Background: an optimization exercise with open tools, aiming at small area. Do not read the settings as production practice. The RTL was checked by simulation tests, not by an equivalence proof against the original design. Power is estimated from default activity; no workload was simulated.

==> flow/design.v (outline; a module is shown in full before it is edited, if it fits) <==
// module csr_aoi222: 3 lines
// module csr_aoi22: 3 lines
// module csr_nand2: 3 lines
// module csr_nand4: 3 lines
// module csr_and4: 3 lines
// module csr_and2: 3 lines
// module csr_hold: 3 lines
// module csr_hold3: 3 lines
// module csr_read_mux: 600 lines
// module csr_unit: 320 lines
module csr_unit
#(
    parameter int PC_WIDTH = 39
) (
    input  logic                   clk,
    input  logic                   rst,
    input  logic                   csr_we_i,
    input  logic [11:0]              csr_waddr_i,
    input  logic [11:0]              csr_raddr_i,
    input  logic [63:0]              csr_wdata_i,
    input  logic                   excp_valid_i,
    input  logic [4:0] excp_cause_i,
    input  logic [63:0]              excp_tval_i,
    input  logic [PC_WIDTH-1:0]    excp_pc_i,
    input  logic                   mret_i,
    input  logic                   sret_i,
    input  logic                   commit_first_i,
    input  logic                   commit_second_i,
    output logic [63:0]              rdata_o,
    output logic                   readable_o,
    output logic                   writeable_o,
    output logic [PC_WIDTH-1:0]    redirect_pc_o,
    output logic [1:0]             priv_mode_o,
    output logic [63:0]              mstatus_o
);
  // ...
==> flow/flow/run.sh <==
#!/bin/bash
# Layout flow: the standard layout (standard.sh) with
#  - synthesis mapped by an area-oriented abc script (flow/synth.tcl, flow/abc_area.script);
#    registers are mapped exactly as in the standard synthesis (abc maps only logic)
#  - the port buffers made of sky130_fd_sc_hd__buf_1 instead of the default pick
#  - a clock tree of small clusters of clkbuf_4, without dummy loads
#  - the constant outputs left on the one tie cell synthesis gives them
set -euo pipefail
F=$PWD/flow
export MY_ABC_SCRIPT=$F/abc_area.script
bash standard.sh SYNTH_SCRIPT=$F/synth.tcl \
  "BUFFER_PORTS_ARGS=-buffer_cell sky130_fd_sc_hd__buf_1" \
  "CTS_ARGS=-sink_clustering_enable -repair_clock_nets -buf_list sky130_fd_sc_hd__clkbuf_4 -sink_clustering_size 10 -sink_clustering_max_diameter 40 -dont_use_dummy_load" \
  SKIP_REPAIR_TIE_FANOUT=1 \
  finish > standard.log 2>&1
==> flow/flow/abc_area.script <==
&get -n
&st
&dch
&nf -a
&put
topo
stime -c
==> flow/flow/synth.tcl <==
# The standard flow's synthesis script (synth_recipe.tcl), with abc run on an area-oriented
# script (flow/abc_area.script) in place of ORFS's speed script, and the
# high-fanout control drivers sized up.
proc synth {args} { yosys synth -nofsm -noshare {*}$args }
proc abc {args} {
  set i [lsearch -exact $args -script]
  if { $i >= 0 && [info exists ::env(MY_ABC_SCRIPT)] } {
    set args [lreplace $args [expr {$i+1}] [expr {$i+1}] $::env(MY_ABC_SCRIPT)]
  }
  yosys abc {*}$args
}
source $::env(SCRIPTS_DIR)/synth.tcl
# abc maps csr_and2, the driver of each high-fanout control, to the weakest and2;
# give it and2_4, which drives a whole 64-bit register's load/hold gates.
yosys select -assert-count 1 csr_and2/t:*
yosys select -assert-count 1 csr_and2/t:sky130_fd_sc_hd__and2_*
yosys chtype -set sky130_fd_sc_hd__and2_4 csr_and2/t:sky130_fd_sc_hd__and2_*
# left out here: clear keep_hierarchy, flatten, clean up, hide names made inside functions, write 1_2_yosys.v
==> flow/standard.sh <==
#!/bin/bash
# synth_recipe.tcl (not shown) runs the flow's synth.tcl, then flattens the netlist and writes it again
# the make line also repeats each setting of config.mk as NAME=value (left out here)
make -C /OpenROAD-flow-scripts/flow DESIGN_CONFIG=/design/flow/config.mk WORK_HOME=/design/flow/orfs CLKGATE_MAP_FILE= SYNTH_SCRIPT=/design/flow/synth_recipe.tcl "${@:-finish}"
==> flow/config.mk <==
export PLATFORM = sky130hd
export DESIGN_NAME = csr_unit
export DESIGN_NICKNAME = csr_unit
export VERILOG_FILES = /design/flow/design.v
export SDC_FILE = /design/flow/constraint.sdc
export NUM_CORES = 4
export LEC_CHECK = 0
export CAP_MARGIN = 20
export CORE_MARGIN = 2
export CORE_UTILIZATION = 35
export SETUP_SLACK_MARGIN = 0.1
export SLEW_MARGIN = 20
export SYNTH_HIERARCHICAL = 1
export SYNTH_MINIMUM_KEEP_SIZE = 0
==> flow/constraint.sdc <==
create_clock -name core_clock -period 5.5 [get_ports {clk}]
set_input_delay 1.1000 -clock core_clock [delete_from_list [all_inputs] [get_ports {clk}]]
set_output_delay 1.1000 -clock core_clock [all_outputs]
set_load 0.01 [all_outputs]
==> results.txt, run 1 <==
* Status: timing/DRC/antenna clean
* Filler instances at 7,139
* CP Launch Type: primary input
* Slowest-stage cell, CP: mux4_2
* Yosys stat chip area at 0.0255 mm2
* Fraction of area in multi-input gates at 43.0%
* Int Pwr at 5.45 mW
* Adder-cell share of the synthesized area at 5.48%
* Root buf cell: clkbuf_4
* Post-layout min period at 5.00 ns
* Peak supply drop at 0.106 mV
* Final instance area at 0.0285 mm2
* Met2 GRT Util at 42.7%
* Via count at 24,200
* Critical Path Sink: redirect_pc_o[24]
* Fraction of registers with async set or reset after synthesis at 0%
* Top Ports at 375
* Yosys reg bits at 626
* Fin crit share at 90.9%
* Max Cap Viol at 0
* Met3 usage at 5.67%
* Post-synthesis simple-gate area fraction at 7.37%
* Most used routing layer: met2
* Synth Net Count at 2,547
* Clock buffer depth at 3
* First-pass GRT wire length at 155 mm
* Min-Delay Path Depth at 3
* P&R area growth vs syn at 11.3%
* M1 wire length at 42.1 mm
* Top power group: sequential cells
* Row cnt at 99
* Wire per inst at 29.6 um
* Max H-tree Level at 3
* Synth Instances at 2,232
* RR Endpoint: minstret[63]$_DFF_P_
* Reg-to-reg slack, setup at 1.35 ns
* Clk sinks at 626
==> run 2, diff against run 1 <==
--- a/flow/design.v
+++ b/flow/design.v
@@ -87,16 +87,18 @@
     input  logic mie, mpie, sie, spie, spp, sum, mxr,
     input  logic [1:0]  mpp,
     input  logic [15:0] medeleg,
     input  logic [63:0] mtvec, stvec, mscratch, sscratch, mtval, stval, mcycle, minstret,
     input  logic [38:1] mepc, sepc,
     input  logic [4:0]  mcause, scause,
     output logic [63:0] rdata_o
 );
+    logic sxn;
+    csr_aoi22 u_sx (.a1(r_mepc), .a2(mepc[38]), .b1(r_sepc), .b2(sepc[38]), .y(sxn));
     logic t0_0;
     csr_aoi222 u0_0 (.a1(r_mtvec), .a2(mtvec[0]), .b1(r_stvec), .b2(stvec[0]), .c1(r_mscratch), .c2(mscratch[0]), .y(t0_0));
     logic t0_1;
     csr_aoi222 u0_1 (.a1(r_sscratch), .a2(sscratch[0]), .b1(r_mtval), .b2(mtval[0]), .c1(r_stval), .c2(stval[0]), .y(t0_1));
     logic t0_2;
     csr_aoi222 u0_2 (.a1(r_cyc), .a2(mcycle[0]), .b1(r_minstret), .b2(minstret[0]), .c1(r_mcause), .c2(mcause[0]), .y(t0_2));
     logic t0_3;
     csr_aoi22 u0_3 (.a1(r_scause), .a2(scause[0]), .b1(r_medeleg), .b2(medeleg[0]), .y(t0_3));
@@ -455,236 +457,190 @@
     logic t38_3;
     csr_nand2 u38_3 (.a(r_sepc), .b(sepc[38]), .y(t38_3));
     csr_nand4 u38_o (.a(t38_0), .b(t38_1), .c(t38_2), .d(t38_3), .y(rdata_o[38]));
     logic t39_0;
     csr_aoi222 u39_0 (.a1(r_mtvec), .a2(mtvec[39]), .b1(r_stvec), .b2(stvec[39]), .c1(r_mscratch), .c2(mscratch[39]), .y(t39_0));
     logic t39_1;
     csr_aoi222 u39_1 (.a1(r_sscratch), .a2(sscratch[39]), .b1(r_mtval), .b2(mtval[39]), .c1(r_stval), .c2(stval[39]), .y(t39_1));
     logic t39_2;
-    csr_aoi222 u39_2 (.a1(r_cyc), .a2(mcycle[39]), .b1(r_minstret), .b2(minstret[39]), .c1(r_mepc), .c2(mepc[38]), .y(t39_2));
-    logic t39_3;
-    csr_nand2 u39_3 (.a(r_sepc), .b(sepc[38]), .y(t39_3));
-    csr_nand4 u39_o (.a(t39_0), .b(t39_1), .c(t39_2), .d(t39_3), .y(rdata_o[39]));
+    csr_aoi22 u39_2 (.a1(r_cyc), .a2(mcycle[39]), .b1(r_minstret), .b2(minstret[39]), .y(t39_2));
+    csr_nand4 u39_o (.a(sxn), .b(t39_0), .c(t39_1), .d(t39_2), .y(rdata_o[39]));
     logic t40_0;
     csr_aoi222 u40_0 (.a1(r_mtvec), .a2(mtvec[40]), .b1(r_stvec), .b2(stvec[40]), .c1(r_mscratch), .c2(mscratch[40]), .y(t40_0));
     logic t40_1;
     csr_aoi222 u40_1 (.a1(r_sscratch), .a2(sscratch[40]), .b1(r_mtval), .b2(mtval[40]), .c1(r_stval), .c2(stval[40]), .y(t40_1));
     logic t40_2;
-    csr_aoi222 u40_2 (.a1(r_cyc), .a2(mcycle[40]), .b1(r_minstret), .b2(minstret[40]), .c1(r_mepc), .c2(mepc[38]), .y(t40_2));
-    logic t40_3;
-    csr_nand2 u40_3 (.a(r_sepc), .b(sepc[38]), .y(t40_3));
-    csr_nand4 u40_o (.a(t40_0), .b(t40_1), .c(t40_2), .d(t40_3), .y(rdata_o[40]));
+    csr_aoi22 u40_2 (.a1(r_cyc), .a2(mcycle[40]), .b1(r_minstret), .b2(minstret[40]), .y(t40_2));
+    csr_nand4 u40_o (.a(sxn), .b(t40_0), .c(t40_1), .d(t40_2), .y(rdata_o[40]));
     logic t41_0;
     csr_aoi222 u41_0 (.a1(r_mtvec), .a2(mtvec[41]), .b1(r_stvec), .b2(stvec[41]), .c1(r_mscratch), .c2(mscratch[41]), .y(t41_0));
     logic t41_1;
     csr_aoi222 u41_1 (.a1(r_sscratch), .a2(sscratch[41]), .b1(r_mtval), .b2(mtval[41]), .c1(r_stval), .c2(stval[41]), .y(t41_1));
     logic t41_2;
-    csr_aoi222 u41_2 (.a1(r_cyc), .a2(mcycle[41]), .b1(r_minstret), .b2(minstret[41]), .c1(r_mepc), .c2(mepc[38]), .y(t41_2));
-    logic t41_3;
-    csr_nand2 u41_3 (.a(r_sepc), .b(sepc[38]), .y(t41_3));
-    csr_nand4 u41_o (.a(t41_0), .b(t41_1), .c(t41_2), .d(t41_3), .y(rdata_o[41]));
+    csr_aoi22 u41_2 (.a1(r_cyc), .a2(mcycle[41]), .b1(r_minstret), .b2(minstret[41]), .y(t41_2));
+    csr_nand4 u41_o (.a(sxn), .b(t41_0), .c(t41_1), .d(t41_2), .y(rdata_o[41]));
     logic t42_0;
     csr_aoi222 u42_0 (.a1(r_mtvec), .a2(mtvec[42]), .b1(r_stvec), .b2(stvec[42]), .c1(r_mscratch), .c2(mscratch[42]), .y(t42_0));
     logic t42_1;
     csr_aoi222 u42_1 (.a1(r_sscratch), .a2(sscratch[42]), .b1(r_mtval), .b2(mtval[42]), .c1(r_stval), .c2(stval[42]), .y(t42_1));
     logic t42_2;
-    csr_aoi222 u42_2 (.a1(r_cyc), .a2(mcycle[42]), .b1(r_minstret), .b2(minstret[42]), .c1(r_mepc), .c2(mepc[38]), .y(t42_2));
-    logic t42_3;
-    csr_nand2 u42_3 (.a(r_sepc), .b(sepc[38]), .y(t42_3));
-    csr_nand4 u42_o (.a(t42_0), .b(t42_1), .c(t42_2), .d(t42_3), .y(rdata_o[42]));
+    csr_aoi22 u42_2 (.a1(r_cyc), .a2(mcycle[42]), .b1(r_minstret), .b2(minstret[42]), .y(t42_2));
+    csr_nand4 u42_o (.a(sxn), .b(t42_0), .c(t42_1), .d(t42_2), .y(rdata_o[42]));
     logic t43_0;
     csr_aoi222 u43_0 (.a1(r_mtvec), .a2(mtvec[43]), .b1(r_stvec), .b2(stvec[43]), .c1(r_mscratch), .c2(mscratch[43]), .y(t43_0));
     logic t43_1;
     csr_aoi222 u43_1 (.a1(r_sscratch), .a2(sscratch[43]), .b1(r_mtval), .b2(mtval[43]), .c1(r_stval), .c2(stval[43]), .y(t43_1));
     logic t43_2;
-    csr_aoi222 u43_2 (.a1(r_cyc), .a2(mcycle[43]), .b1(r_minstret), .b2(minstret[43]), .c1(r_mepc), .c2(mepc[38]), .y(t43_2));
-    logic t43_3;
-    csr_nand2 u43_3 (.a(r_sepc), .b(sepc[38]), .y(t43_3));
-    csr_nand4 u43_o (.a(t43_0), .b(t43_1), .c(t43_2), .d(t43_3), .y(rdata_o[43]));
+    csr_aoi22 u43_2 (.a1(r_cyc), .a2(mcycle[43]), .b1(r_minstret), .b2(minstret[43]), .y(t43_2));
+    csr_nand4 u43_o (.a(sxn), .b(t43_0), .c(t43_1), .d(t43_2), .y(rdata_o[43]));
     logic t44_0;
     csr_aoi222 u44_0 (.a1(r_mtvec), .a2(mtvec[44]), .b1(r_stvec), .b2(stvec[44]), .c1(r_mscratch), .c2(mscratch[44]), .y(t44_0));
     logic t44_1;
     csr_aoi222 u44_1 (.a1(r_sscratch), .a2(sscratch[44]), .b1(r_mtval), .b2(mtval[44]), .c1(r_stval), .c2(stval[44]), .y(t44_1));
     logic t44_2;
-    csr_aoi222 u44_2 (.a1(r_cyc), .a2(mcycle[44]), .b1(r_minstret), .b2(minstret[44]), .c1(r_mepc), .c2(mepc[38]), .y(t44_2));
-    logic t44_3;
-    csr_nand2 u44_3 (.a(r_sepc), .b(sepc[38]), .y(t44_3));
-    csr_nand4 u44_o (.a(t44_0), .b(t44_1), .c(t44_2), .d(t44_3), .y(rdata_o[44]));
+    csr_aoi22 u44_2 (.a1(r_cyc), .a2(mcycle[44]), .b1(r_minstret), .b2(minstret[44]), .y(t44_2));
+    csr_nand4 u44_o (.a(sxn), .b(t44_0), .c(t44_1), .d(t44_2), .y(rdata_o[44]));
     logic t45_0;
     csr_aoi222 u45_0 (.a1(r_mtvec), .a2(mtvec[45]), .b1(r_stvec), .b2(stvec[45]), .c1(r_mscratch), .c2(mscratch[45]), .y(t45_0));
     logic t45_1;
     csr_aoi222 u45_1 (.a1(r_sscratch), .a2(sscratch[45]), .b1(r_mtval), .b2(mtval[45]), .c1(r_stval), .c2(stval[45]), .y(t45_1));
     logic t45_2;
-    csr_aoi222 u45_2 (.a1(r_cyc), .a2(mcycle[45]), .b1(r_minstret), .b2(minstret[45]), .c1(r_mepc), .c2(mepc[38]), .y(t45_2));
-    logic t45_3;
-    csr_nand2 u45_3 (.a(r_sepc), .b(sepc[38]), .y(t45_3));
-    csr_nand4 u45_o (.a(t45_0), .b(t45_1), .c(t45_2), .d(t45_3), .y(rdata_o[45]));
+    csr_aoi22 u45_2 (.a1(r_cyc), .a2(mcycle[45]), .b1(r_minstret), .b2(minstret[45]), .y(t45_2));
+    csr_nand4 u45_o (.a(sxn), .b(t45_0), .c(t45_1), .d(t45_2), .y(rdata_o[45]));
     logic t46_0;
     csr_aoi222 u46_0 (.a1(r_mtvec), .a2(mtvec[46]), .b1(r_stvec), .b2(stvec[46]), .c1(r_mscratch), .c2(mscratch[46]), .y(t46_0));
     logic t46_1;
     csr_aoi222 u46_1 (.a1(r_sscratch), .a2(sscratch[46]), .b1(r_mtval), .b2(mtval[46]), .c1(r_stval), .c2(stval[46]), .y(t46_1));
     logic t46_2;
-    csr_aoi222 u46_2 (.a1(r_cyc), .a2(mcycle[46]), .b1(r_minstret), .b2(minstret[46]), .c1(r_mepc), .c2(mepc[38]), .y(t46_2));
-    logic t46_3;
-    csr_nand2 u46_3 (.a(r_sepc), .b(sepc[38]), .y(t46_3));
-    csr_nand4 u46_o (.a(t46_0), .b(t46_1), .c(t46_2), .d(t46_3), .y(rdata_o[46]));
+    csr_aoi22 u46_2 (.a1(r_cyc), .a2(mcycle[46]), .b1(r_minstret), .b2(minstret[46]), .y(t46_2));
+    csr_nand4 u46_o (.a(sxn), .b(t46_0), .c(t46_1), .d(t46_2), .y(rdata_o[46]));
     logic t47_0;
     csr_aoi222 u47_0 (.a1(r_mtvec), .a2(mtvec[47]), .b1(r_stvec), .b2(stvec[47]), .c1(r_mscratch), .c2(mscratch[47]), .y(t47_0));
     logic t47_1;
     csr_aoi222 u47_1 (.a1(r_sscratch), .a2(sscratch[47]), .b1(r_mtval), .b2(mtval[47]), .c1(r_stval), .c2(stval[47]), .y(t47_1));
     logic t47_2;
-    csr_aoi222 u47_2 (.a1(r_cyc), .a2(mcycle[47]), .b1(r_minstret), .b2(minstret[47]), .c1(r_mepc), .c2(mepc[38]), .y(t47_2));
-    logic t47_3;
-    csr_nand2 u47_3 (.a(r_sepc), .b(sepc[38]), .y(t47_3));
-    csr_nand4 u47_o (.a(t47_0), .b(t47_1), .c(t47_2), .d(t47_3), .y(rdata_o[47]));
+    csr_aoi22 u47_2 (.a1(r_cyc), .a2(mcycle[47]), .b1(r_minstret), .b2(minstret[47]), .y(t47_2));
+    csr_nand4 u47_o (.a(sxn), .b(t47_0), .c(t47_1), .d(t47_2), .y(rdata_o[47]));
     logic t48_0;
     csr_aoi222 u48_0 (.a1(r_mtvec), .a2(mtvec[48]), .b1(r_stvec), .b2(stvec[48]), .c1(r_mscratch), .c2(mscratch[48]), .y(t48_0));
     logic t48_1;
     csr_aoi222 u48_1 (.a1(r_sscratch), .a2(sscratch[48]), .b1(r_mtval), .b2(mtval[48]), .c1(r_stval), .c2(stval[48]), .y(t48_1));
     logic t48_2;
-    csr_aoi222 u48_2 (.a1(r_cyc), .a2(mcycle[48]), .b1(r_minstret), .b2(minstret[48]), .c1(r_mepc), .c2(mepc[38]), .y(t48_2));
-    logic t48_3;
-    csr_nand2 u48_3 (.a(r_sepc), .b(sepc[38]), .y(t48_3));
-    csr_nand4 u48_o (.a(t48_0), .b(t48_1), .c(t48_2), .d(t48_3), .y(rdata_o[48]));
+    csr_aoi22 u48_2 (.a1(r_cyc), .a2(mcycle[48]), .b1(r_minstret), .b2(minstret[48]), .y(t48_2));
+    csr_nand4 u48_o (.a(sxn), .b(t48_0), .c(t48_1), .d(t48_2), .y(rdata_o[48]));
     logic t49_0;
     csr_aoi222 u49_0 (.a1(r_mtvec), .a2(mtvec[49]), .b1(r_stvec), .b2(stvec[49]), .c1(r_mscratch), .c2(mscratch[49]), .y(t49_0));
     logic t49_1;
     csr_aoi222 u49_1 (.a1(r_sscratch), .a2(sscratch[49]), .b1(r_mtval), .b2(mtval[49]), .c1(r_stval), .c2(stval[49]), .y(t49_1));
     logic t49_2;
-    csr_aoi222 u49_2 (.a1(r_cyc), .a2(mcycle[49]), .b1(r_minstret), .b2(minstret[49]), .c1(r_mepc), .c2(mepc[38]), .y(t49_2));
-    logic t49_3;
-    csr_nand2 u49_3 (.a(r_sepc), .b(sepc[38]), .y(t49_3));
-    csr_nand4 u49_o (.a(t49_0), .b(t49_1), .c(t49_2), .d(t49_3), .y(rdata_o[49]));
+    csr_aoi22 u49_2 (.a1(r_cyc), .a2(mcycle[49]), .b1(r_minstret), .b2(minstret[49]), .y(t49_2));
+    csr_nand4 u49_o (.a(sxn), .b(t49_0), .c(t49_1), .d(t49_2), .y(rdata_o[49]));
     logic t50_0;
     csr_aoi222 u50_0 (.a1(r_mtvec), .a2(mtvec[50]), .b1(r_stvec), .b2(stvec[50]), .c1(r_mscratch), .c2(mscratch[50]), .y(t50_0));
     logic t50_1;
     csr_aoi222 u50_1 (.a1(r_sscratch), .a2(sscratch[50]), .b1(r_mtval), .b2(mtval[50]), .c1(r_stval), .c2(stval[50]), .y(t50_1));
     logic t50_2;
-    csr_aoi222 u50_2 (.a1(r_cyc), .a2(mcycle[50]), .b1(r_minstret), .b2(minstret[50]), .c1(r_mepc), .c2(mepc[38]), .y(t50_2));
-    logic t50_3;
-    csr_nand2 u50_3 (.a(r_sepc), .b(sepc[38]), .y(t50_3));
-    csr_nand4 u50_o (.a(t50_0), .b(t50_1), .c(t50_2), .d(t50_3), .y(rdata_o[50]));
+    csr_aoi22 u50_2 (.a1(r_cyc), .a2(mcycle[50]), .b1(r_minstret), .b2(minstret[50]), .y(t50_2));
+    csr_nand4 u50_o (.a(sxn), .b(t50_0), .c(t50_1), .d(t50_2), .y(rdata_o[50]));
     logic t51_0;
     csr_aoi222 u51_0 (.a1(r_mtvec), .a2(mtvec[51]), .b1(r_stvec), .b2(stvec[51]), .c1(r_mscratch), .c2(mscratch[51]), .y(t51_0));
     logic t51_1;
     csr_aoi222 u51_1 (.a1(r_sscratch), .a2(sscratch[51]), .b1(r_mtval), .b2(mtval[51]), .c1(r_stval), .c2(stval[51]), .y(t51_1));
     logic t51_2;
-    csr_aoi222 u51_2 (.a1(r_cyc), .a2(mcycle[51]), .b1(r_minstret), .b2(minstret[51]), .c1(r_mepc), .c2(mepc[38]), .y(t51_2));
-    logic t51_3;
-    csr_nand2 u51_3 (.a(r_sepc), .b(sepc[38]), .y(t51_3));
-    csr_nand4 u51_o (.a(t51_0), .b(t51_1), .c(t51_2), .d(t51_3), .y(rdata_o[51]));
+    csr_aoi22 u51_2 (.a1(r_cyc), .a2(mcycle[51]), .b1(r_minstret), .b2(minstret[51]), .y(t51_2));
+    csr_nand4 u51_o (.a(sxn), .b(t51_0), .c(t51_1), .d(t51_2), .y(rdata_o[51]));
     logic t52_0;
     csr_aoi222 u52_0 (.a1(r_mtvec), .a2(mtvec[52]), .b1(r_stvec), .b2(stvec[52]), .c1(r_mscratch), .c2(mscratch[52]), .y(t52_0));
     logic t52_1;
     csr_aoi222 u52_1 (.a1(r_sscratch), .a2(sscratch[52]), .b1(r_mtval), .b2(mtval[52]), .c1(r_stval), .c2(stval[52]), .y(t52_1));
     logic t52_2;
-    csr_aoi222 u52_2 (.a1(r_cyc), .a2(mcycle[52]), .b1(r_minstret), .b2(minstret[52]), .c1(r_mepc), .c2(mepc[38]), .y(t52_2));
-    logic t52_3;
-    csr_nand2 u52_3 (.a(r_sepc), .b(sepc[38]), .y(t52_3));
-    csr_nand4 u52_o (.a(t52_0), .b(t52_1), .c(t52_2), .d(t52_3), .y(rdata_o[52]));
+    csr_aoi22 u52_2 (.a1(r_cyc), .a2(mcycle[52]), .b1(r_minstret), .b2(minstret[52]), .y(t52_2));
+    csr_nand4 u52_o (.a(sxn), .b(t52_0), .c(t52_1), .d(t52_2), .y(rdata_o[52]));
     logic t53_0;
     csr_aoi222 u53_0 (.a1(r_mtvec), .a2(mtvec[53]), .b1(r_stvec), .b2(stvec[53]), .c1(r_mscratch), .c2(mscratch[53]), .y(t53_0));
     logic t53_1;
     csr_aoi222 u53_1 (.a1(r_sscratch), .a2(sscratch[53]), .b1(r_mtval), .b2(mtval[53]), .c1(r_stval), .c2(stval[53]), .y(t53_1));
     logic t53_2;
-    csr_aoi222 u53_2 (.a1(r_cyc), .a2(mcycle[53]), .b1(r_minstret), .b2(minstret[53]), .c1(r_mepc), .c2(mepc[38]), .y(t53_2));
-    logic t53_3;
-    csr_nand2 u53_3 (.a(r_sepc), .b(sepc[38]), .y(t53_3));
-    csr_nand4 u53_o (.a(t53_0), .b(t53_1), .c(t53_2), .d(t53_3), .y(rdata_o[53]));
+    csr_aoi22 u53_2 (.a1(r_cyc), .a2(mcycle[53]), .b1(r_minstret), .b2(minstret[53]), .y(t53_2));
+    csr_nand4 u53_o (.a(sxn), .b(t53_0), .c(t53_1), .d(t53_2), .y(rdata_o[53]));
     logic t54_0;
     csr_aoi222 u54_0 (.a1(r_mtvec), .a2(mtvec[54]), .b1(r_stvec), .b2(stvec[54]), .c1(r_mscratch), .c2(mscratch[54]), .y(t54_0));
     logic t54_1;
     csr_aoi222 u54_1 (.a1(r_sscratch), .a2(sscratch[54]), .b1(r_mtval), .b2(mtval[54]), .c1(r_stval), .c2(stval[54]), .y(t54_1));
     logic t54_2;
-    csr_aoi222 u54_2 (.a1(r_cyc), .a2(mcycle[54]), .b1(r_minstret), .b2(minstret[54]), .c1(r_mepc), .c2(mepc[38]), .y(t54_2));
-    logic t54_3;
-    csr_nand2 u54_3 (.a(r_sepc), .b(sepc[38]), .y(t54_3));
-    csr_nand4 u54_o (.a(t54_0), .b(t54_1), .c(t54_2), .d(t54_3), .y(rdata_o[54]));
+    csr_aoi22 u54_2 (.a1(r_cyc), .a2(mcycle[54]), .b1(r_minstret), .b2(minstret[54]), .y(t54_2));
+    csr_nand4 u54_o (.a(sxn), .b(t54_0), .c(t54_1), .d(t54_2), .y(rdata_o[54]));
     logic t55_0;
     csr_aoi222 u55_0 (.a1(r_mtvec), .a2(mtvec[55]), .b1(r_stvec), .b2(stvec[55]), .c1(r_mscratch), .c2(mscratch[55]), .y(t55_0));
     logic t55_1;
     csr_aoi222 u55_1 (.a1(r_sscratch), .a2(sscratch[55]), .b1(r_mtval), .b2(mtval[55]), .c1(r_stval), .c2(stval[55]), .y(t55_1));
     logic t55_2;
-    csr_aoi222 u55_2 (.a1(r_cyc), .a2(mcycle[55]), .b1(r_minstret), .b2(minstret[55]), .c1(r_mepc), .c2(mepc[38]), .y(t55_2));
-    logic t55_3;
-    csr_nand2 u55_3 (.a(r_sepc), .b(sepc[38]), .y(t55_3));
-    csr_nand4 u55_o (.a(t55_0), .b(t55_1), .c(t55_2), .d(t55_3), .y(rdata_o[55]));
+    csr_aoi22 u55_2 (.a1(r_cyc), .a2(mcycle[55]), .b1(r_minstret), .b2(minstret[55]), .y(t55_2));
+    csr_nand4 u55_o (.a(sxn), .b(t55_0), .c(t55_1), .d(t55_2), .y(rdata_o[55]));
     logic t56_0;
     csr_aoi222 u56_0 (.a1(r_mtvec), .a2(mtvec[56]), .b1(r_stvec), .b2(stvec[56]), .c1(r_mscratch), .c2(mscratch[56]), .y(t56_0));
     logic t56_1;
     csr_aoi222 u56_1 (.a1(r_sscratch), .a2(sscratch[56]), .b1(r_mtval), .b2(mtval[56]), .c1(r_stval), .c2(stval[56]), .y(t56_1));
     logic t56_2;
-    csr_aoi222 u56_2 (.a1(r_cyc), .a2(mcycle[56]), .b1(r_minstret), .b2(minstret[56]), .c1(r_mepc), .c2(mepc[38]), .y(t56_2));
-    logic t56_3;
-    csr_nand2 u56_3 (.a(r_sepc), .b(sepc[38]), .y(t56_3));
-    csr_nand4 u56_o (.a(t56_0), .b(t56_1), .c(t56_2), .d(t56_3), .y(rdata_o[56]));
+    csr_aoi22 u56_2 (.a1(r_cyc), .a2(mcycle[56]), .b1(r_minstret), .b2(minstret[56]), .y(t56_2));
+    csr_nand4 u56_o (.a(sxn), .b(t56_0), .c(t56_1), .d(t56_2), .y(rdata_o[56]));
     logic t57_0;
     csr_aoi222 u57_0 (.a1(r_mtvec), .a2(mtvec[57]), .b1(r_stvec), .b2(stvec[57]), .c1(r_mscratch), .c2(mscratch[57]), .y(t57_0));
     logic t57_1;
     csr_aoi222 u57_1 (.a1(r_sscratch), .a2(sscratch[57]), .b1(r_mtval), .b2(mtval[57]), .c1(r_stval), .c2(stval[57]), .y(t57_1));
     logic t57_2;
-    csr_aoi222 u57_2 (.a1(r_cyc), .a2(mcycle[57]), .b1(r_minstret), .b2(minstret[57]), .c1(r_mepc), .c2(mepc[38]), .y(t57_2));
-    logic t57_3;
-    csr_nand2 u57_3 (.a(r_sepc), .b(sepc[38]), .y(t57_3));
-    csr_nand4 u57_o (.a(t57_0), .b(t57_1), .c(t57_2), .d(t57_3), .y(rdata_o[57]));
+    csr_aoi22 u57_2 (.a1(r_cyc), .a2(mcycle[57]), .b1(r_minstret), .b2(minstret[57]), .y(t57_2));
+    csr_nand4 u57_o (.a(sxn), .b(t57_0), .c(t57_1), .d(t57_2), .y(rdata_o[57]));
     logic t58_0;
     csr_aoi222 u58_0 (.a1(r_mtvec), .a2(mtvec[58]), .b1(r_stvec), .b2(stvec[58]), .c1(r_mscratch), .c2(mscratch[58]), .y(t58_0));
     logic t58_1;
     csr_aoi222 u58_1 (.a1(r_sscratch), .a2(sscratch[58]), .b1(r_mtval), .b2(mtval[58]), .c1(r_stval), .c2(stval[58]), .y(t58_1));
     logic t58_2;
-    csr_aoi222 u58_2 (.a1(r_cyc), .a2(mcycle[58]), .b1(r_minstret), .b2(minstret[58]), .c1(r_mepc), .c2(mepc[38]), .y(t58_2));
-    logic t58_3;
-    csr_nand2 u58_3 (.a(r_sepc), .b(sepc[38]), .y(t58_3));
-    csr_nand4 u58_o (.a(t58_0), .b(t58_1), .c(t58_2), .d(t58_3), .y(rdata_o[58]));
+    csr_aoi22 u58_2 (.a1(r_cyc), .a2(mcycle[58]), .b1(r_minstret), .b2(minstret[58]), .y(t58_2));
+    csr_nand4 u58_o (.a(sxn), .b(t58_0), .c(t58_1), .d(t58_2), .y(rdata_o[58]));
     logic t59_0;
     csr_aoi222 u59_0 (.a1(r_mtvec), .a2(mtvec[59]), .b1(r_stvec), .b2(stvec[59]), .c1(r_mscratch), .c2(mscratch[59]), .y(t59_0));
     logic t59_1;
     csr_aoi222 u59_1 (.a1(r_sscratch), .a2(sscratch[59]), .b1(r_mtval), .b2(mtval[59]), .c1(r_stval), .c2(stval[59]), .y(t59_1));
     logic t59_2;
-    csr_aoi222 u59_2 (.a1(r_cyc), .a2(mcycle[59]), .b1(r_minstret), .b2(minstret[59]), .c1(r_mepc), .c2(mepc[38]), .y(t59_2));
-    logic t59_3;
-    csr_nand2 u59_3 (.a(r_sepc), .b(sepc[38]), .y(t59_3));
-    csr_nand4 u59_o (.a(t59_0), .b(t59_1), .c(t59_2), .d(t59_3), .y(rdata_o[59]));
+    csr_aoi22 u59_2 (.a1(r_cyc), .a2(mcycle[59]), .b1(r_minstret), .b2(minstret[59]), .y(t59_2));
+    csr_nand4 u59_o (.a(sxn), .b(t59_0), .c(t59_1), .d(t59_2), .y(rdata_o[59]));
     logic t60_0;
     csr_aoi222 u60_0 (.a1(r_mtvec), .a2(mtvec[60]), .b1(r_stvec), .b2(stvec[60]), .c1(r_mscratch), .c2(mscratch[60]), .y(t60_0));
     logic t60_1;
     csr_aoi222 u60_1 (.a1(r_sscratch), .a2(sscratch[60]), .b1(r_mtval), .b2(mtval[60]), .c1(r_stval), .c2(stval[60]), .y(t60_1));
     logic t60_2;
-    csr_aoi222 u60_2 (.a1(r_cyc), .a2(mcycle[60]), .b1(r_minstret), .b2(minstret[60]), .c1(r_mepc), .c2(mepc[38]), .y(t60_2));
-    logic t60_3;
-    csr_nand2 u60_3 (.a(r_sepc), .b(sepc[38]), .y(t60_3));
-    csr_nand4 u60_o (.a(t60_0), .b(t60_1), .c(t60_2), .d(t60_3), .y(rdata_o[60]));
+    csr_aoi22 u60_2 (.a1(r_cyc), .a2(mcycle[60]), .b1(r_minstret), .b2(minstret[60]), .y(t60_2));
+    csr_nand4 u60_o (.a(sxn), .b(t60_0), .c(t60_1), .d(t60_2), .y(rdata_o[60]));
     logic t61_0;
     csr_aoi222 u61_0 (.a1(r_mtvec), .a2(mtvec[61]), .b1(r_stvec), .b2(stvec[61]), .c1(r_mscratch), .c2(mscratch[61]), .y(t61_0));
     logic t61_1;
     csr_aoi222 u61_1 (.a1(r_sscratch), .a2(sscratch[61]), .b1(r_mtval), .b2(mtval[61]), .c1(r_stval), .c2(stval[61]), .y(t61_1));
     logic t61_2;
-    csr_aoi222 u61_2 (.a1(r_cyc), .a2(mcycle[61]), .b1(r_minstret), .b2(minstret[61]), .c1(r_mepc), .c2(mepc[38]), .y(t61_2));
-    logic t61_3;
-    csr_nand2 u61_3 (.a(r_sepc), .b(sepc[38]), .y(t61_3));
-    csr_nand4 u61_o (.a(t61_0), .b(t61_1), .c(t61_2), .d(t61_3), .y(rdata_o[61]));
+    csr_aoi22 u61_2 (.a1(r_cyc), .a2(mcycle[61]), .b1(r_minstret), .b2(minstret[61]), .y(t61_2));
+    csr_nand4 u61_o (.a(sxn), .b(t61_0), .c(t61_1), .d(t61_2), .y(rdata_o[61]));
     logic t62_0;
     csr_aoi222 u62_0 (.a1(r_mtvec), .a2(mtvec[62]), .b1(r_stvec), .b2(stvec[62]), .c1(r_mscratch), .c2(mscratch[62]), .y(t62_0));
     logic t62_1;
     csr_aoi222 u62_1 (.a1(r_sscratch), .a2(sscratch[62]), .b1(r_mtval), .b2(mtval[62]), .c1(r_stval), .c2(stval[62]), .y(t62_1));
     logic t62_2;
-    csr_aoi222 u62_2 (.a1(r_cyc), .a2(mcycle[62]), .b1(r_minstret), .b2(minstret[62]), .c1(r_mepc), .c2(mepc[38]), .y(t62_2));
-    logic t62_3;
-    csr_nand2 u62_3 (.a(r_sepc), .b(sepc[38]), .y(t62_3));
-    csr_nand4 u62_o (.a(t62_0), .b(t62_1), .c(t62_2), .d(t62_3), .y(rdata_o[62]));
+    csr_aoi22 u62_2 (.a1(r_cyc), .a2(mcycle[62]), .b1(r_minstret), .b2(minstret[62]), .y(t62_2));
+    csr_nand4 u62_o (.a(sxn), .b(t62_0), .c(t62_1), .d(t62_2), .y(rdata_o[62]));
     logic t63_0;
     csr_aoi222 u63_0 (.a1(r_mtvec), .a2(mtvec[63]), .b1(r_stvec), .b2(stvec[63]), .c1(r_mscratch), .c2(mscratch[63]), .y(t63_0));
     logic t63_1;
     csr_aoi222 u63_1 (.a1(r_sscratch), .a2(sscratch[63]), .b1(r_mtval), .b2(mtval[63]), .c1(r_stval), .c2(stval[63]), .y(t63_1));
     logic t63_2;
-    csr_aoi222 u63_2 (.a1(r_cyc), .a2(mcycle[63]), .b1(r_minstret), .b2(minstret[63]), .c1(r_mepc), .c2(mepc[38]), .y(t63_2));
+    csr_aoi222 u63_2 (.a1(r_cyc), .a2(mcycle[63]), .b1(r_minstret), .b2(minstret[63]), .c1(r_mcause), .c2(mcause[4]), .y(t63_2));
     logic t63_3;
-    csr_aoi222 u63_3 (.a1(r_sepc), .a2(sepc[38]), .b1(r_mcause), .b2(mcause[4]), .c1(r_scause), .c2(scause[4]), .y(t63_3));
-    csr_nand4 u63_o (.a(t63_0), .b(t63_1), .c(t63_2), .d(t63_3), .y(rdata_o[63]));
+    csr_nand2 u63_3 (.a(r_scause), .b(scause[4]), .y(t63_3));
+    logic n63;
+    csr_and4 u63_a (.a(sxn), .b(t63_0), .c(t63_1), .d(t63_2), .y(n63));
+    csr_nand2 u63_o (.a(n63), .b(t63_3), .y(rdata_o[63]));
 endmodule
 `timescale 1ns/1ps
 module csr_unit
 #(
     parameter int PC_WIDTH = 39
 ) (
     input  logic                   clk,
     input  logic                   rst,
==> run 2 against run 1 <==
Still clean; sequential power is essentially flat; power grew 1.2%; register-to-register slack gained 0.03 ns; flip-flop and latch count is the same; critical path type unchanged; critical endpoint is now redirect_pc_o[4]; largest power group unchanged.
==> results.txt, run 2 <==
* Commonest cells after routing, fill and taps aside: 626 x dfxtp_1, 594 x a22o_1, 317 x buf_1
* Setup Fix Bufs, Post-CTS at 0
* Most used DFF post-synth: dfxtp_1
* Skew final at 0.0830 ns
* Lkg Pwr at 11.0 nW
* Rel. slew slack at 21.1%
* Setup TNS at 0 ns
* Peak supply drop at 0.126 mV (+19%)
* Critical-path maximum fanout at 37
* Largest net degree at the start of global routing at 65
* Fraction of layout cells with a size suffix above 1 at 6.84%
* Via count at 23,800 (-1.7%)
* Reg2Reg Depth at 16
* Post-synthesis simple-gate area fraction at 7.23% (-0.14 points)
* RR Endpoint: mcycle[63]$_DFF_P_
* Max H-tree Level at 3 (unchanged)
* Met2 GRT Util at 44.2% (+1.5 points)
* Layout Utilization at 39.6%
* Multiplexer area fraction after synthesis at 0.597%
* Hold path start: excp_tval_i[39]
* Most frequent cell after synthesis: dfxtp_1
* GP Congestion at 0.877
* Global route overflow at 0
* Crit path kind: in2out
* Aggregate global-route resource usage at 26.8%
* Wire per inst at 29.6 um (-0.25%)
* Cell family contributing the most delay on the critical path: compound AO/OA/AOI/OAI gates
* Most used routing layer: met2
* Endpoints failing setup at 0
* Filler instances at 7,019 (-1.7%)
* Number of gates resized after cts at 0
* First-pass detailed-route iteration total at 9
* Top post-synthesis cells by area: dfxtp_1 49%, a22o_1 21%, a222oi_1 11%, ha_1 5.4%, nand4_1 2.2%
* Cts hold-fix bufs at 0
* Core area at 0.0717 mm2
* DR vias/cell at 6.70
* Via count of the first global-routing pass at 23,800
* TritonCTS clock tree: done
* Number of buffers added on ports at 317
* Synth area leader: dfxtp_1
* Antenna violations before repair at 13
* Die W at 274 um
* Most common cell after layout, fill and taps aside: dfxtp_1
* Reg-to-reg slack, setup at 1.38 ns (+0.03 ns)
* Multi-input gate area in the final layout at 0.0121 mm2
* CP cell instances: buf_1 > mux4_2 > o21ai_0 > o22a_1 > clkinv_1 > and2_4 > a222oi_1 > nand2_1 > buf_1
* CP max stage delay at 0.59 ns
* Status: timing/DRC/antenna clean
* Syn Area/Cell at 11.5 um2
* Synth warn at 7
* Min-Delay Path Depth at 3 (unchanged)
* Worst-margin pin slew at 1.18 ns
* CP bufs+invs at 3
* Share of the synthesized area in the top cell type at 49.4%
* Slowest-stage cell, CP: mux4_2
* Die Height at 274 um
* Final Power at 7.52 mW
* Detailed-route DRC error count at 0
* M1 GR Usage at 33.2%
* HPWL Detailed at 61.6 mm
* Clk slew on worst S/H paths at 0.11 ns
* Largest family of logic cells by synthesized area: compound AO/OA/AOI/OAI gates
* Fmax at 191 MHz
* RSZ-0062 raised after global routing: false
* WP data required at 4.40 ns
* Xor/xnor cell area share of the yosys netlist at 0.553%
* Most common library cells after synthesis: 626 x dfxtp_1, 594 x a22o_1, 277 x a222oi_1
* Top Ports at 375 (unchanged)
* Fin crit share at 95.0% (+4.2 points)
* CP Launch Type: primary input
* Met3 usage at 6.79% (+1.1 points)
* Register area share after synthesis at 49.4%
* Compound-Gate Fraction of Synth Area at 33.4%
* Row cnt at 98 (-1.0%)
* P&R area growth vs syn at 11.6%
* First-pass GRT wire length at 153 mm (-1.2%)
* Initial core utilization at 35.5%
* Worst R2R Start: mcycle[0]$_DFF_P_
* Synth Net Count at 2,530 (-0.67%)
* Clock buffer count from CTS at 102
* Post-layout min period at 5.23 ns (+0.229 ns)
* Worst Hold Endpoint: stval[39]$_DFF_P_
* Clk sinks at 626 (unchanged)
* Cell Pwr Density at 265 mW/mm2
* Yosys reg bits at 626 (unchanged)
* Adder-cell share of the synthesized area at 5.51% (+0.031 points)
* Initial drt markers at 3,563
* Final hold violations at 0
* Library cells used by synthesis at 44
* Max Cap Viol at 0 (unchanged)
* Synth Instances at 2,215 (-0.76%)
* Most frequent CP cell: buf_1
* Fin. max-slew vios at 0
* Root buf cell: clkbuf_4
* Yosys stat chip area at 0.0254 mm2 (-0.57%)
* Post-synth EDFFs at 0
* CP arrival at 4.13 ns
* ANT nets after route at 0
* Hold Slack at 0.399 ns
* Die area at 0.0749 mm2
* Fraction of registers with async set or reset after synthesis at 0% (unchanged)
* Worst Hold Class: in2reg
* FF+latch area at 0.0125 mm2
* Post-Synthesis Cell Area at 0.0255 mm2
* Clock buffer depth at 3 (unchanged)
* Element type at the critical path end: primary output
* Routed WL at 105 mm
* Nets at 2,919
* Worst-Skew Late Latency at 0.90 ns
[run 2: cell types whose count changed after synthesis, sizes merged, moves of 3 or more]
cell,previous run,this run
a222oi,302,277
and3b,0,3
nand3,10,13
and2,42,39
nor2,28,34
nand2,142,122
a22oi,13,37
[run 2: where the power goes]
group	total (mW)	internal (mW)	switching, mW
clock network	2.42	0.843	1.58
logic	0.497	0.115	0.382
registers	4.60	4.57	0.0340
total	7.52	5.53	2.00
[run 2: worst max path at each step]
stage	startpoint	end	cells after the start
after global routing	excp_cause_i[0]	redirect_pc_o[8]	9
after detailed placement	excp_cause_i[0]	redirect_pc_o[4]	9
final	excp_cause_i[0]	redirect_pc_o[4]	9
after floorplan	csr_raddr_i[11]	rdata_o[63]	8
after CTS	excp_cause_i[0]	redirect_pc_o[4]	9
after global placement	excp_cause_i[0]	redirect_pc_o[8]	9
[run 2: cells by family after synthesis]
group,count (synthesis)
simple gates,354
other cells,1
compound gates,942
buf+inv,155
fa+ha+maj,111
mux,10
flops,626
xor+xnor,16
[run 2: routing by layer]
layer | routed length [um] | vias up | share of wire, %
li1 | - | 10200 | -
met1 | 41200 | 11900 | 39
met2 | 49200 | 1476 | 47
met3 | 10700 | 291 | 10
met4 | 3890 | 16 | 3.7
met5 | 104 | - | 0.099
[run 2: Yosys stat by module, one instance, submodules excluded, a selection]
module      cells inside  flip-flops and latches
csr_and4               1                       0
csr_hold               1                       0
csr_aoi22              1                       0
csr_unit            1085                     626
csr_and2               1                       0
csr_nand4              1                       0
csr_aoi222             1                       0
csr_nand2              1                       0
csr_hold3              2                       0
[run 2: worst register-to-register path, cell delays in order, from the launching register on]
cell and delay [ns]:
dfxtp_1 0.38, ha_1 0.23, nand3_1 0.23, nor4_1 0.38
buf_4 0.22, nand4_1 0.28, nor3_1 0.60, and4_1 0.31
ha_1 0.16, ha_1 0.15, ha_1 0.15, ha_1 0.15
ha_1 0.16, ha_1 0.16, ha_1 0.15, xor2_1 0.07
a22o_1 0.19
[run 2: stage by stage]
stage,area (um2),worst slack [ns],std cells
after floorplan,25500,1.21,2215
after global placement,27600,0.545,3450
after detailed placement,27600,0.462,3450
after CTS,28400,0.455,3552
after global routing,28400,0.174,3556
final,28400,0.273,3558
[run 2: layout make-up]
class / instances / area share (%)
Clock buffer: 102 / 2.70
Timing Repair Buffer: 348 / 5.05
Antenna cell: 6 / 0.0529
Inverter: 92 / 1.22
Multi-Input combinational cell: 1434 / 42.7
Sequential cell: 626 / 44.1
Tap cell: 950 / 4.19
==> run 3, diff against run 2 <==
--- a/flow/config.mk
+++ b/flow/config.mk
@@ -7,7 +7,7 @@
 export LEC_CHECK = 0
 export CAP_MARGIN = 20
 export CORE_MARGIN = 2
-export CORE_UTILIZATION = 35
+export CORE_UTILIZATION = 70
 export SETUP_SLACK_MARGIN = 0.1
 export SLEW_MARGIN = 20
 export SYNTH_HIERARCHICAL = 1
==> run 3 against run 2 <==
Count of clock-buffer cells in the layout fell by 21; final area decreased by 2.9%; synthesized area unchanged; core utilization grew 38 points; largest cell class unchanged.
==> results.txt, run 3 <==
* Wire per inst at 30.5 um (+3.2%)
* Row cnt at 69 (-30%)
* Fin. max-slew vios at 0 (unchanged)
* Clock buffer depth at 3 (unchanged)
* Syn Area/Cell at 11.5 um2 (unchanged)
* Reg2Reg Depth at 16 (unchanged)
* Synth Instances at 2,215 (unchanged)
* Fraction of layout cells with a size suffix above 1 at 5.83% (-1.0 points)
* Most used DFF post-synth: dfxtp_1
* Die W at 195 um (-29%)
* CP arrival at 3.90 ns (-0.23 ns)
* Worst-Skew Late Latency at 0.83 ns (-0.07 ns)
* Via count at 24,700 (+3.5%)
* TritonCTS clock tree: done
* Commonest cells after routing, fill and taps aside: 626 x dfxtp_1, 594 x a22o_1, 317 x buf_1
* Critical-path maximum fanout at 37 (unchanged)
* Peak supply drop at 0.227 mV (+81%)
* Cts hold-fix bufs at 0 (unchanged)
* Clock buffer count from CTS at 81 (-21%)
* Worst Hold Class: reg2reg
* Yosys reg bits at 626 (unchanged)
* Post-layout min period at 5.00 ns (-0.232 ns)
* Most used routing layer: met2
* Max H-tree Level at 3 (unchanged)
* Fin crit share at 90.8% (-4.2 points)
* Top Ports at 375 (unchanged)
* Synth Net Count at 2,530 (unchanged)
* WP data required at 4.40 ns (about the same)
* Global route overflow at 0 (unchanged)
* Yosys stat chip area at 0.0254 mm2 (unchanged)
* P&R area growth vs syn at 8.35%
* Routed WL at 92.7 mm (-12%)
* Endpoints failing setup at 0 (unchanged)
* Root buf cell: clkbuf_4
* Via count of the first global-routing pass at 24,700 (+3.7%)
* HPWL Detailed at 51.8 mm (-16%)
* Status: timing/DRC/antenna clean
* RR Endpoint: minstret[63]$_DFF_P_
* M1 GR Usage at 57.7% (+24 points)
* Synth area leader: dfxtp_1
* Core area at 0.0357 mm2 (-50%)
* RSZ-0062 raised after global routing: false
* Critical Path Sink: redirect_pc_o[7]
* First-pass GRT wire length at 140 mm (-8.4%)
* Post-Synthesis Cell Area at 0.0255 mm2 (unchanged)
* Met2 GRT Util at 73.0% (+29 points)
* Lkg Pwr at 10.9 nW (-1.2%)
* Worst-margin pin slew at 1.19 ns (+0.00281 ns)
* Most frequent cell after synthesis: dfxtp_1
* Element type at the critical path end: primary output
* Clk sinks at 626 (unchanged)
* DR vias/cell at 8.11 (+21%)
* Crit path kind: in2out
* Setup TNS at 0 ns (unchanged)
* Detailed-route DRC error count at 0 (unchanged)
* CP Launch Type: primary input
* Setup crit start: excp_cause_i[0]
* Number of buffers added on ports at 317 (unchanged)
* Number of gates resized after cts at 0 (unchanged)
* Die Height at 195 um (-29%)
* Non-filler cells, final at 3,041 (-15%)
* Register area share after synthesis at 49.4% (unchanged)
* Synth warn at 7 (unchanged)
* Met3 usage at 13.7% (+6.9 points)
* Max Cap Viol at 0 (unchanged)
* Setup Fix Bufs, Post-CTS at 0 (unchanged)
* Die area at 0.0379 mm2 (-49%)
* Fraction of registers with async set or reset after synthesis at 0% (unchanged)
* Largest net degree at the start of global routing at 65 (unchanged)
* Initial core utilization at 71.4% (+36 points)
* Reg-to-reg slack, setup at 1.46 ns (+0.08 ns)
* Top post-synthesis cells by area: dfxtp_1 49%, a22o_1 21%, a222oi_1 11%, ha_1 5.4%, nand4_1 2.2%
* Most common cell after layout, fill and taps aside: dfxtp_1
* Fmax at 200 MHz (+4.6%)
* Skew final at 0.0848 ns (+0.00175 ns)
* Aggregate global-route resource usage at 47.2% (+20 points)
* Clk slew on worst S/H paths at 0.05 ns (-0.06 ns)
* Post-synth EDFFs at 0 (unchanged)
* Library cells used by synthesis at 44 (unchanged)
* Rel. slew slack at 20.6% (-0.48 points)
* Cell Pwr Density at 263 mW/mm2 (-0.83%)
* Initial drt markers at 4,533 (+27%)
* Final hold violations at 0 (unchanged)
* GP Congestion at 0.926 (+5.6%)
* Nets at 2,892 (-0.92%)
* Worst R2R Start: minstret[0]$_DFF_P_
* ANT nets after route at 0 (unchanged)
* Antenna violations before repair at 8 (-5)
* Share of the synthesized area in the top cell type at 49.4% (unchanged)
* Final Power at 7.24 mW (-3.7%)
* First-pass detailed-route iteration total at 11 (+2)
* Placed instance count at 2,954 (-14%)
* Most common library cells after synthesis: 626 x dfxtp_1, 594 x a22o_1, 277 x a222oi_1
-- run 3: metrics by stage --
| stage | util (%) | hold WS [ns] | setup slack (ns) | area, um2 |
|---|---|---|---|---|
| floorplan | - | 0.420 | 1.21 | 25500 |
| global placement | 75.6 | 0.447 | 0.605 | 27000 |
| detailed placement | 75.6 | 0.447 | 0.570 | 27000 |
| CTS | 77.3 | 0.424 | 0.585 | 27600 |
| global route | 77.3 | 0.470 | 0.315 | 27600 |
| finish | 77.3 | 0.459 | 0.505 | 27600 |
-- run 3: report_power, final --
group	total, mW	internal (mW)	switching (mW)
logic	0.482	0.114	0.367
registers	4.60	4.57	0.0326
clock network	2.16	0.676	1.49
total	7.24	5.36	1.89
-- run 3: routing by layer --
layer  wire length (um)  vias up
met2              40500     2203
met5                 27        -
met3              14200      561
met4               6380        4
met1              31600    11800
li1                   -    10100
-- run 3: cell type report --
cell class | count | area [um2]
Antenna cell | 5 | 12.5
Clock buffer | 81 | 608
Fill cell | 2525 | 8080
Inverter | 92 | 345
Multi-Input combinational cell | 1434 | 12100
Sequential cell | 626 | 12500
Tap cell | 461 | 577
Timing Repair Buffer | 342 | 1390
-- run 3: cells by family after synthesis --
family	count (synthesis)	synth area share [%]
compound gates	942	33.4
xor+xnor	16	0.553
fa+ha+maj	111	5.51
buf+inv	155	3.23
flops	626	49.4
mux	10	0.597
other cells	1	0.0148
simple gates	354	7.23
-- run 3: critical path: stages --
cell	delay (ns)
buf_1	0.37
mux4_2	0.57
o21ai_0	0.22
o22a_1	0.25
clkinv_1	0.19
and2_4	0.40
a222oi_1	0.42
nand2_1	0.19
buf_1	0.17
-- run 3: modules after synthesis (local to each module, per instance), a selection --
module	cell area [um2]	flops+latches	cells	times used
csr_and4	8.76	0	1	4
csr_aoi22	7.51	0	1	37
csr_aoi222	10.0	0	1	213
csr_hold	8.76	0	1	550
csr_hold3	13.8	0	2	64
csr_nand2	3.75	0	1	101
csr_nand4	6.26	0	1	60
csr_unit	16200	626	1085	1
-- run 3: worst min-delay path by stage --
stage,startpoint,endpoint,depth (start not counted)
finish,mtval_z$_SDFFE_PP0P_,mtval_z$_SDFFE_PP0P_,2
global route,excp_tval_i[32],stval[32]$_DFF_P_,3
CTS,excp_tval_i[48],stval[48]$_DFF_P_,3
detailed placement,mtval_z$_SDFFE_PP0P_,mtval_z$_SDFFE_PP0P_,2
global placement,mtval_z$_SDFFE_PP0P_,mtval_z$_SDFFE_PP0P_,2
floorplan,mtval_z$_SDFFE_PP0P_,mtval_z$_SDFFE_PP0P_,2

==> what the ideal ports hide <==
No port has a modelled driver above. Below, the same layouts with a new extraction and two added sets of constraints.
Step 1 sets driving cells, clkbuf_16 on the clock port and buf_2 on the other inputs (assumed; they add their load-dependent delay and slew).
Step 2 moves the port delays by t, midway between the first and last clock arrival at a register: inputs arrive t later, outputs are due t later. That takes back most of the time a late clock gives input paths.
Slacks: ideal ports / drivers / drivers and shift; pairs: ideal ports / drivers.
run | t (ns) | setup WS [ns] | worst setup path at the end | latest minus earliest clock arrival (ns) | worst data-port slew with drivers (ns)
run 1 | 0.938 | 0.501 / 0.449 / 0.449 | input to output | 0.139 / 0.138 | 0.14
run 2 | 0.913 | 0.273 / 0.214 / 0.214 | input to output | 0.087 / 0.086 | 0.12
run 3 | 0.844 | 0.505 / 0.438 / 0.438 | input to output | 0.091 / 0.091 | 0.13
After both steps setup and hold are still met in every run listed. For run 3, which loses most, drivers alone change the setup slack by -0.067 ns; drivers and shift together by -0.067 ns.
